Source: an optimization exercise on an open RTL-to-GDS flow (aim: small area, a short achievable clock period and few clock cycles per item). Production flows keep margins and buffers that such runs may drop.
Where RTL was checked, it was by simulation tests only, not by an equivalence proof against the original.

== job 101 ==
// idct8_top
module idct8_top #(
        parameter int ROUND_SHIFT = 7
) (
        input  logic                    clk,
        input  logic                    reset,
        input  logic                    in_req,
        input  idct_pkg::coef_vec_t     coef,
        input  logic                    out_ack,
        output logic                    in_ack,
        output logic                    out_req,
        output idct_pkg::sample_vec_t   samples
);
Size in the first run: roughly 1500 cells after synthesis, ~510 flip-flops, ~280 I/O pins.
export LEC_CHECK = 0
export CAP_MARGIN = 20
export CORE_MARGIN = 2
export CORE_UTILIZATION = 40
export SETUP_SLACK_MARGIN = 5
export SLEW_MARGIN = 20
export SYNTH_HIERARCHICAL = 1
export SYNTH_MINIMUM_KEEP_SIZE = 0
create_clock -name core_clock -period 9.0 [get_ports {clk}]
standard.sh (not shown) runs the stock make flow with config.mk's settings and CLKGATE_MAP_FILE= SYNTH_SCRIPT=/design/flow/synth_recipe.tcl, a recipe that flattens the netlist after the stock synthesis.
==> flow/flow/run.sh <==
#!/bin/bash
# The standard layout (standard.sh, unchanged synthesis), with plain buf_1 cells as the
# input and output port buffers instead of the default clkdlybuf4s50_1
set -euo pipefail
bash standard.sh "BUFFER_PORTS_ARGS=-buffer_cell sky130_fd_sc_hd__buf_1" finish > standard.log 2>&1
Testbench counts of job 101, summed over its fixed seeds: cycles 9,632, items 2,400.
For job 102, these inputs were changed with respect to job 101:
Settings: CTS_CLUSTER_SIZE newly set to 16; CORE_UTILIZATION changed from 40 to 60; CTS_CLUSTER_DIAMETER newly set to 50.
==> flow/flow/run.sh <==
#!/bin/bash
# The standard layout (standard.sh, unchanged synthesis), with plain buf_1 cells as the
# input and output port buffers, and timing repair aiming 6.0 ns of slack at the 9 ns constraint
set -euo pipefail
bash standard.sh "BUFFER_PORTS_ARGS=-buffer_cell sky130_fd_sc_hd__buf_1" SETUP_SLACK_MARGIN=6.0 finish > standard.log 2>&1
## What came out
Job 101 -> job 102: final setup TNS flat. Layer with the highest usage after global routing: met1 -> job 102, met2 -> job 101. Against job 101, job 102 comes in 0.52 points lower on fraction of layout instances using a drive strength above 1. Relative to job 101, initial antenna violation count has gone up in job 102. Compared job 102 vs job 101, and post-route fraction of the period consumed by the critical path is down in job 102. When job 102 is set beside job 101, its buffers inserted during post-CTS setup optimization turns out to be 1 larger.
The following lists how job 103 was set up differently from job 102:
Settings: a change of CORE_UTILIZATION from 60 to 40; a deleted CTS_CLUSTER_SIZE that had been 16; a deleted CTS_CLUSTER_DIAMETER that had been 50.
### Flow results
Status | job 103 and job 102 | clean
In the flow results for job 103 and job 102, the layout overhead on the synthesized area is smaller on job 102.
Job 103 vs. job 102: number of buffers created by CTS grew by about 18%; number of instances resized during post-cts repair grew by 4; overall routed net length grew by 8.1%.
Diff job 102 -> job 103: synthesized cell count ~0 delta, final design instance area without fill +860 um2.
Going from job 102 to job 103, wire length on met3 went down; shortest clock period the worst path allows after layout saw little to no change; largest net degree at the start of global routing shrank by 4.
Most heavily used metal layer in global routing = met1: job 102; most heavily used metal layer in global routing = met2: job 103
Relative to job 103, the following input files were edited for job 104:
Settings: CORE_UTILIZATION: 40 -> 60.
--- outcome ---
- Taking job 103 as the reference, in job 104 clock-buffer cell count moved down, number of sequential cells saw little to no change.
- Count of buffering cells on the critical path with inverters included came out exactly the same in job 104 and job 103.
## Diff of input files: job 105 against job 104
Settings: a change of CORE_UTILIZATION from 60 to 40.
==> flow/flow/run.sh <==
#!/bin/bash
# The standard layout (standard.sh, unchanged synthesis), with plain buf_1 cells as the
# input and output port buffers, and timing repair aiming 5.5 ns of slack at the 9 ns constraint
set -euo pipefail
bash standard.sh "BUFFER_PORTS_ARGS=-buffer_cell sky130_fd_sc_hd__buf_1" SETUP_SLACK_MARGIN=5.5 finish > standard.log 2>&1
[summary]
Against job 104 as the reference, job 105 delivers a lower sequential fraction of total cell area.
On job 105: total setup buffers inserted after CTS is 1 lower than what job 104 gave.
[job 105] area growth from synthesis to layout rose 0.74 points relative to job 104
On placement-stage worst setup slack: between job 105 and job 104, it ends up lower for job 105.
On worst clock skew on the final layout, job 105 does better than job 104.
Job 105 against job 104; area enclosed by the die boundary is up by more than a quarter.
Core util | job 105 vs job 104 | job 105 lower
The termination of the worst setup path comes out samples[111] in one run and idct_flow_ctrl_inst.coef_q[63] in the other, namely in job 104 and job 105 respectively.
Between job 105 and job 104, the difference in final-layout non-clock buffer area share is negligible.
Core outline area ended up 50% higher on job 105 than on job 104.
Sort job 105 and job 104 by critical path depth in cells, ascending, and job 104 comes first.

JK:
idct8_top, a different RTL version from the one above (not shown whole).
For scale: ~1300 cells after synthesis, ~420 flip-flops, ~21000 µm² of cells after synthesis.
## idct8_top
module idct8_top #(
        parameter int ROUND_SHIFT = 7
) (
        input  logic                    clk,
        input  logic                    reset,
        input  logic                    in_req,
        input  idct_pkg::coef_vec_t     coef,
        input  logic                    out_ack,
        output logic                    in_ack,
        output logic                    out_req,
        output idct_pkg::sample_vec_t   samples
);
        localparam int SW = idct_pkg::SAMPLE_W;
        idct_pkg::coef_vec_t coef_q;
        logic [1:0]          k_nx;
        logic                wr_01;
        logic                wr_2;
        logic                wr_3;
        logic [SW-1:0]       yp;
        logic [SW-1:0]       ym;
        logic [SW-1:0]       yp_q;
        logic [SW-1:0]       ym_q;
        idct_flow_ctrl idct_flow_ctrl_inst (
                .clk     (clk),
                .reset   (reset),
                .in_req  (in_req),
                .coef    (coef),
                .out_ack (out_ack),
                .in_ack  (in_ack),
                .out_req (out_req),
                .coef_q  (coef_q),
                .k_nx    (k_nx),
                .wr_01   (wr_01),
  ...
export LEC_CHECK = 0
export CAP_MARGIN = 20
export CORE_MARGIN = 2
export CORE_UTILIZATION = 40
export SETUP_SLACK_MARGIN = 5
export SLEW_MARGIN = 20
export SYNTH_HIERARCHICAL = 1
export SYNTH_MINIMUM_KEEP_SIZE = 0
create_clock -name core_clock -period 9.0 [get_ports {clk}]
==> flow/flow/run.sh <==
#!/bin/bash
# The standard layout (standard.sh, unchanged synthesis), with plain buf_1 cells as the
# input and output port buffers instead of the default clkdlybuf4s50_1
set -euo pipefail
bash standard.sh "BUFFER_PORTS_ARGS=-buffer_cell sky130_fd_sc_hd__buf_1" finish > standard.log 2>&1
JK completed end to end with timing, DRC and antenna clean.
> inputs changed (JK -> MS)
Settings: clearing SETUP_SLACK_MARGIN, which used to be 5.
## What came out
MS vs. JK: slack of the critical path went down by 160 ps.
Diff JK -> MS | share of the cycle needed by the critical path after routing | increase of 1.7 points
Compared JK against MS; hold slack within noise.
For AL, these inputs were changed with respect to MS:
Settings: setting CTS_BUF_LIST to sky130_fd_sc_hd__clkbuf_4 sky130_fd_sc_hd__clkbuf_8 for the first time.
- The final layouts of MS and AL pass the timing, design-rule and antenna checks.
- AL -> MS: non-clock buffer count delta 0, exact match
- Taking MS as the reference, in AL wire length of the first global-routing pass now sits higher, critical path required time increased 50 ps.
No functional check of the RTL was part of any run of this note.

== violet ==
idct8_top, a different RTL version from the one above (not shown whole).
Size: ~510 flip-flops, roughly 280 I/O pins, about 23000 um^2 of cells after synthesis.
==> flow/config.mk <==
export PLATFORM = sky130hd
export DESIGN_NAME = idct8_top
export DESIGN_NICKNAME = idct8_top
export VERILOG_FILES = /design/flow/design.v
export SDC_FILE = /design/flow/constraint.sdc
export NUM_CORES = 4
export LEC_CHECK = 0
export CAP_MARGIN = 20
export CORE_MARGIN = 2
export CORE_UTILIZATION = 60
export CTS_CLUSTER_DIAMETER = 70
export CTS_CLUSTER_SIZE = 26
export SETUP_SLACK_MARGIN = 5
export SLEW_MARGIN = 20
export SYNTH_HIERARCHICAL = 1
export SYNTH_MINIMUM_KEEP_SIZE = 0
==> flow/constraint.sdc <==
create_clock -name core_clock -period 9.0 [get_ports {clk}]
set_input_delay 1.8000 -clock core_clock [delete_from_list [all_inputs] [get_ports {clk}]]
set_output_delay 1.8000 -clock core_clock [all_outputs]
set_load 0.01 [all_outputs]
==> flow/flow/run.sh <==
#!/bin/bash
set -euo pipefail
bash standard.sh "BUFFER_PORTS_ARGS=-buffer_cell sky130_fd_sc_hd__buf_1" SETUP_SLACK_MARGIN=6.0 finish > standard.log 2>&1
violet: full flow OK, the timing, design-rule and antenna checks passed
Testbench counts of violet, summed over its fixed seeds: cycles 9,632, items 2,400.
diff inputs: violet => maple
==> flow/flow/run.sh <==
#!/bin/bash
set -euo pipefail
bash standard.sh "BUFFER_PORTS_ARGS=-buffer_cell sky130_fd_sc_hd__buf_1" SETUP_SLACK_MARGIN=6.0 "CTS_ARGS=-sink_clustering_enable -repair_clock_nets -sink_clustering_size 26 -sink_clustering_max_diameter 70 -num_static_layers 1" finish > standard.log 2>&1
Compared with violet, maple shows a lower via count. [compare] base=violet new=maple: global-route usage now sits at about the same level; slew at the pin with the worst max-slew slack now sits higher.
## Diff of input files: willow against maple
==> flow/flow/run.sh <==
#!/bin/bash
set -euo pipefail
bash standard.sh "BUFFER_PORTS_ARGS=-buffer_cell sky130_fd_sc_hd__buf_2" SETUP_SLACK_MARGIN=6.0 finish > standard.log 2>&1
==> run notes <==
Compared with maple, willow shows maximum number of pins on one net before global-route repair higher by about 11%. Re final hold violation count: no difference whatsoever between willow and maple. maple → willow: number of endpoints failing setup at the final stage saw little to no change; wire length up 0.38%. Relative to maple, the clock-buffer cell count measured on willow has decreased by a few percent.
Input-level comparison between sierra and willow:
==> flow/flow/run.sh <==
#!/bin/bash
# The standard layout (standard.sh, unchanged synthesis), with plain buf_1 cells as the
# input and output port buffers, and timing repair aiming 6.0 ns of slack at the 9 ns constraint
set -euo pipefail
bash standard.sh "BUFFER_PORTS_ARGS=-buffer_cell sky130_fd_sc_hd__buf_1" SETUP_SLACK_MARGIN=6.0 finish > standard.log 2>&1
Findings:
sierra vs willow, final-layout clock buffer total went up by about 2.7%. The timing startpoint of the critical path comes out samples[108] in one run and idct_flow_ctrl_inst.out_req in the other, namely in sierra and willow respectively. The critical path's largest stage delay of sierra and that of willow are within noise of each other.

RTL: one of the versions met above, not the one the previous note started from.
For scale: about 1,500 cells after synthesis, roughly 510 flip-flops, roughly 280 I/O pins.
// idct8_top
module idct8_top #(
        parameter int ROUND_SHIFT = 7
) (
        input  logic                    clk,
        input  logic                    reset,
        input  logic                    in_req,
        input  idct_pkg::coef_vec_t     coef,
        input  logic                    out_ack,
        output logic                    in_ack,
        output logic                    out_req,
        output idct_pkg::sample_vec_t   samples
);
        localparam int SW = idct_pkg::SAMPLE_W;
        idct_pkg::coef_vec_t coef_q;
        logic [1:0]          k_nx;
        logic                wr_01;
        logic                wr_2;
        logic                wr_3;
        logic [SW-1:0]       yp;
        logic [SW-1:0]       ym;
        logic [SW-1:0]       yp_q;
        logic [SW-1:0]       ym_q;
        idct_flow_ctrl idct_flow_ctrl_inst (
                .clk     (clk),
                .reset   (reset),
                .in_req  (in_req),
                .coef    (coef),
                .out_ack (out_ack),
                .in_ack  (in_ack),
                .out_req (out_req),
                .coef_q  (coef_q),
                .k_nx    (k_nx),
                .wr_01   (wr_01),
                .wr_2    (wr_2),
                .wr_3    (wr_3)
        );
  ...
export LEC_CHECK = 0
export CAP_MARGIN = 20
export CORE_MARGIN = 2
export CORE_UTILIZATION = 60
export CTS_CLUSTER_DIAMETER = 60
export CTS_CLUSTER_SIZE = 20
export SETUP_SLACK_MARGIN = 5
export SLEW_MARGIN = 20
export SYNTH_HIERARCHICAL = 1
export SYNTH_MINIMUM_KEEP_SIZE = 0
create_clock -name core_clock -period 9.0 [get_ports {clk}]
==> flow/flow/run.sh <==
#!/bin/bash
# The standard layout (standard.sh, unchanged synthesis), with plain buf_1 cells as the
# input and output port buffers, and timing repair aiming 6.0 ns of slack at the 9 ns constraint
set -euo pipefail
bash standard.sh "BUFFER_PORTS_ARGS=-buffer_cell sky130_fd_sc_hd__buf_1" SETUP_SLACK_MARGIN=6.0 finish > standard.log 2>&1
The first run completed without violations.
Testbench counts at the start, summed over its fixed seeds: cycles 9,632, items 2,400.
Then changed:
CORE_UTILIZATION = 75   (was 60)
CTS_CLUSTER_DIAMETER = unset   (was 60)
CTS_CLUSTER_SIZE = unset   (was 20)
Setup slack is worse by 0.026 ns.
Count of clock-buffer cells in the layout increases by 21.
Sequential share of layout area decreases by 0.25 points.
Routed wire length increases by 10%.

== build 3 ==
idct8_top with an RTL version that a note above also has.
Size in the first run: ~1,500 cells after synthesis, about 510 flip-flops, roughly 280 I/O pins, about 0.023 sq mm of cells after synthesis.
## idct8_top
module idct8_top #(
        parameter int ROUND_SHIFT = 7
) (
        input  logic                    clk,
        input  logic                    reset,
        input  logic                    in_req,
        input  idct_pkg::coef_vec_t     coef,
        input  logic                    out_ack,
        output logic                    in_ack,
        output logic                    out_req,
        output idct_pkg::sample_vec_t   samples
);
export LEC_CHECK = 0
export CAP_MARGIN = 20
export CORE_MARGIN = 2
export CORE_UTILIZATION = 60
export CTS_CLUSTER_DIAMETER = 70
export CTS_CLUSTER_SIZE = 26
export SETUP_SLACK_MARGIN = 5
export SLEW_MARGIN = 20
export SYNTH_HIERARCHICAL = 1
export SYNTH_MINIMUM_KEEP_SIZE = 0
create_clock -name core_clock -period 9.0 [get_ports {clk}]
==> flow/flow/run.sh <==
#!/bin/bash
set -euo pipefail
bash standard.sh "BUFFER_PORTS_ARGS=-buffer_cell sky130_fd_sc_hd__buf_1" SETUP_SLACK_MARGIN=6.1 finish > standard.log 2>&1
Per the final summary, build 3 finished and its layout is clean on timing, DRC and antenna.
Testbench counts of build 3, summed over its fixed seeds: cycles 9,632, items 2,400.
#### Input delta (build 27 over build 3)
Settings: changing CORE_UTILIZATION from 60 to 50.
==> flow/flow/run.sh <==
#!/bin/bash
# The standard layout (standard.sh, unchanged synthesis), with plain buf_1 cells as the
# input and output port buffers, and timing repair aiming 6.0 ns of slack at the 9 ns constraint
set -euo pipefail
bash standard.sh "BUFFER_PORTS_ARGS=-buffer_cell sky130_fd_sc_hd__buf_1" SETUP_SLACK_MARGIN=6.0 finish > standard.log 2>&1
Notes after the runs:
- Both conditions hold for build 27: the flow ran to the end and the final layout passed the timing, design-rule and antenna checks.
- Delta (build 27 minus build 3): number of diodes added for antenna fixing decreased by 1 relative to the old numbers, data arrival time of the worst path shrank by 50 ps, final area barely changed.
- Compared to build 3, build 27 has final critical-path setup slack 51 ps higher.
- Build 3 and build 27 ended up with nearly the same clock latency reported for the late side of the worst-skew pair.
- Taking build 3 as the reference, in build 27 number of tap cells added at floorplan climbed about 17%; worst stage delay on the critical path dropped 40 ps; flip-flop and latch count barely changed; area taken by multi-input logic gates barely changed.

idct8_top again, from the RTL that the note above started with.
Design idct8_top, start of the top module:
module idct8_top #(
        parameter int ROUND_SHIFT = 7
) (
        input  logic                    clk,
        input  logic                    reset,
        input  logic                    in_req,
        input  idct_pkg::coef_vec_t     coef,
        input  logic                    out_ack,
        output logic                    in_ack,
        output logic                    out_req,
        output idct_pkg::sample_vec_t   samples
);
==> flow/config.mk <==
export PLATFORM = sky130hd
export DESIGN_NAME = idct8_top
export DESIGN_NICKNAME = idct8_top
export VERILOG_FILES = /design/flow/design.v
export SDC_FILE = /design/flow/constraint.sdc
export NUM_CORES = 4
export LEC_CHECK = 0
export ABC_AREA = 1
export CAP_MARGIN = 20
export CORE_MARGIN = 2
export CORE_UTILIZATION = 60
export CTS_CLUSTER_DIAMETER = 70
export CTS_CLUSTER_SIZE = 26
export SETUP_SLACK_MARGIN = 5
export SLEW_MARGIN = 20
export SYNTH_HIERARCHICAL = 1
export SYNTH_MINIMUM_KEEP_SIZE = 0
==> flow/constraint.sdc <==
create_clock -name core_clock -period 9.0 [get_ports {clk}]
set_input_delay 1.8000 -clock core_clock [delete_from_list [all_inputs] [get_ports {clk}]]
set_output_delay 1.8000 -clock core_clock [all_outputs]
set_load 0.01 [all_outputs]
==> flow/flow/run.sh <==
#!/bin/bash
set -euo pipefail
bash standard.sh "BUFFER_PORTS_ARGS=-buffer_cell sky130_fd_sc_hd__buf_1" SETUP_SLACK_MARGIN=6.0 finish > standard.log 2>&1
The first run passed the timing, design-rule and antenna checks.
Testbench counts at the start, summed over its fixed seeds: cycles 9,632, items 2,400.
Edit:
--- a/flow/flow/run.sh
+++ b/flow/flow/run.sh
@@ -1,0 +2,2 @@
+# The standard layout (standard.sh, unchanged synthesis), with plain buf_1 cells as the
+# input and output port buffers, and timing repair aiming 6.0 ns of slack at the 9 ns constraint
- ABC_AREA: 1 -> not set
- CTS_CLUSTER_DIAMETER: 70 -> not set
- CTS_CLUSTER_SIZE: 26 -> not set
Result:
- The new run passed the timing, design-rule and antenna checks
- design area is higher by 1.3%
- non-clock buffer count is lower by 2
- global-route usage is lower by 0.24 points
- wire length is lower by 3.1%
Edit:
- CTS_CLUSTER_DIAMETER: not set -> 60
- CTS_CLUSTER_SIZE: not set -> 24
The changed run went through all stages and came out clean.
Fmax is lower by 0.36%.
Cell area is lower by 2.2%.
Die area does not change.
Non-clock buffer count does not change.
Clock skew stays flat.
Core utilization is lower by 1.5 points.
Worst setup slack loses 0.011 ns.
Edit:
==> flow/flow/run.sh (replaced) <==
#!/bin/bash
set -euo pipefail
bash standard.sh "BUFFER_PORTS_ARGS=-buffer_cell sky130_fd_sc_hd__buf_1" SETUP_SLACK_MARGIN=6.0 "CTS_ARGS=-sink_clustering_enable -repair_clock_nets -sink_clustering_size 26 -sink_clustering_max_diameter 70 -sink_clustering_levels 1" finish > standard.log 2>&1
- CTS_CLUSTER_DIAMETER: 60 -> 70
- CTS_CLUSTER_SIZE: 24 -> 26
Outcome: Worst hold slack barely changes; utilization fell by 0.44 points; worst setup slack stays flat; routed wire length hardly moves; synthesized cell count stays the same; final area went down by 0.65%; global-route usage decreases by 0.20 points.
Edit:
==> flow/flow/run.sh (replaced) <==
#!/bin/bash
# The standard layout (standard.sh, unchanged synthesis), with plain buf_1 cells as the
# input and output port buffers, and timing repair aiming 6.0 ns of slack at the 9 ns constraint
set -euo pipefail
bash standard.sh "BUFFER_PORTS_ARGS=-buffer_cell sky130_fd_sc_hd__buf_1" SETUP_SLACK_MARGIN=6.0 finish > standard.log 2>&1
- CTS_CLUSTER_DIAMETER: 70 -> 60
- CTS_CLUSTER_SIZE: 26 -> 20
Effect: Routed wire length came out higher slightly. Count of clock-buffer cells in the layout grows by 13. Maximum frequency hardly moves. Final area came out higher slightly.
Edit:
- CTS_BUF_LIST: not set -> sky130_fd_sc_hd__clkbuf_8
- CTS_CLUSTER_DIAMETER: 60 -> 50
- CTS_CLUSTER_SIZE: 20 -> 16
Effect: The changed run ran to the end with no violations; die area does not change; setup slack degrades by 0.022 ns; cell area fell by 0.92%; sequential share of layout area is higher by 0.42 points; wire length stays flat; area after synthesis stays the same.

separate check: timing with driven ports:
No port has a modelled driver above. Below, the same layouts with a new extraction and two added sets of constraints. Step 1 assumes that a clkbuf_16 drives the clock port and a buf_2 every other input. Step 2 moves the port delays by t, midway between the first and last clock arrival at a register: inputs arrive t later, outputs are due t later. That takes back most of the time a late clock gives input paths. a / b / c = no drivers / after step 1 / after step 2; a / b = the first two.
run	shift t [ns]	setup WS [ns]	worst setup path at the end
job 101	0.643	5.515 / 5.542 / 4.899	input to register
job 102	0.624	6.065 / 6.009 / 5.529	input to register
job 103	0.631	6.067 / 6.013 / 5.474	input to register
job 104	0.638	6.080 / 6.024 / 5.538	input to register
job 105	0.647	5.695 / 5.707 / 5.060	input to register
JK	0.625	5.194 / 5.194 / 4.911	input to register
MS	0.624	5.038 / 5.038 / 4.987	input to register
AL	0.680	5.048 / 5.048 / 4.993	input to register
violet	0.645	6.055 / 5.997 / 5.483	input to register
maple	0.647	6.052 / 5.993 / 5.497	input to register
willow	0.659	6.048 / 5.989 / 5.562	input to register
sierra	0.645	6.055 / 5.997 / 5.483	input to register
the first run of note 4	0.613	6.081 / 6.025 / 5.522	input to register
the second run of note 4	0.606	6.056 / 6.035 / 5.482	input to register
build 3	0.647	5.991 / 5.936 / 5.494	input to register
build 27	0.657	6.042 / 5.987 / 5.421	input to register
the first run of note 6	0.650	6.045 / 5.988 / 5.446	input to register
the second run of note 6	0.627	6.066 / 6.030 / 5.475	input to register
the third run of note 6	0.607	6.056 / 6.038 / 5.487	input to register
the fourth run of note 6	0.645	6.055 / 5.997 / 5.483	input to register
the fifth run of note 6	0.604	6.049 / 6.042 / 5.478	input to register
the sixth run of note 6	0.672	6.027 / 5.975 / 5.414	input to register
After both steps setup and hold are still met in every run listed. The setup slack of job 105, which loses most, moves by +0.012 ns with the drivers and by -0.635 ns with both steps.
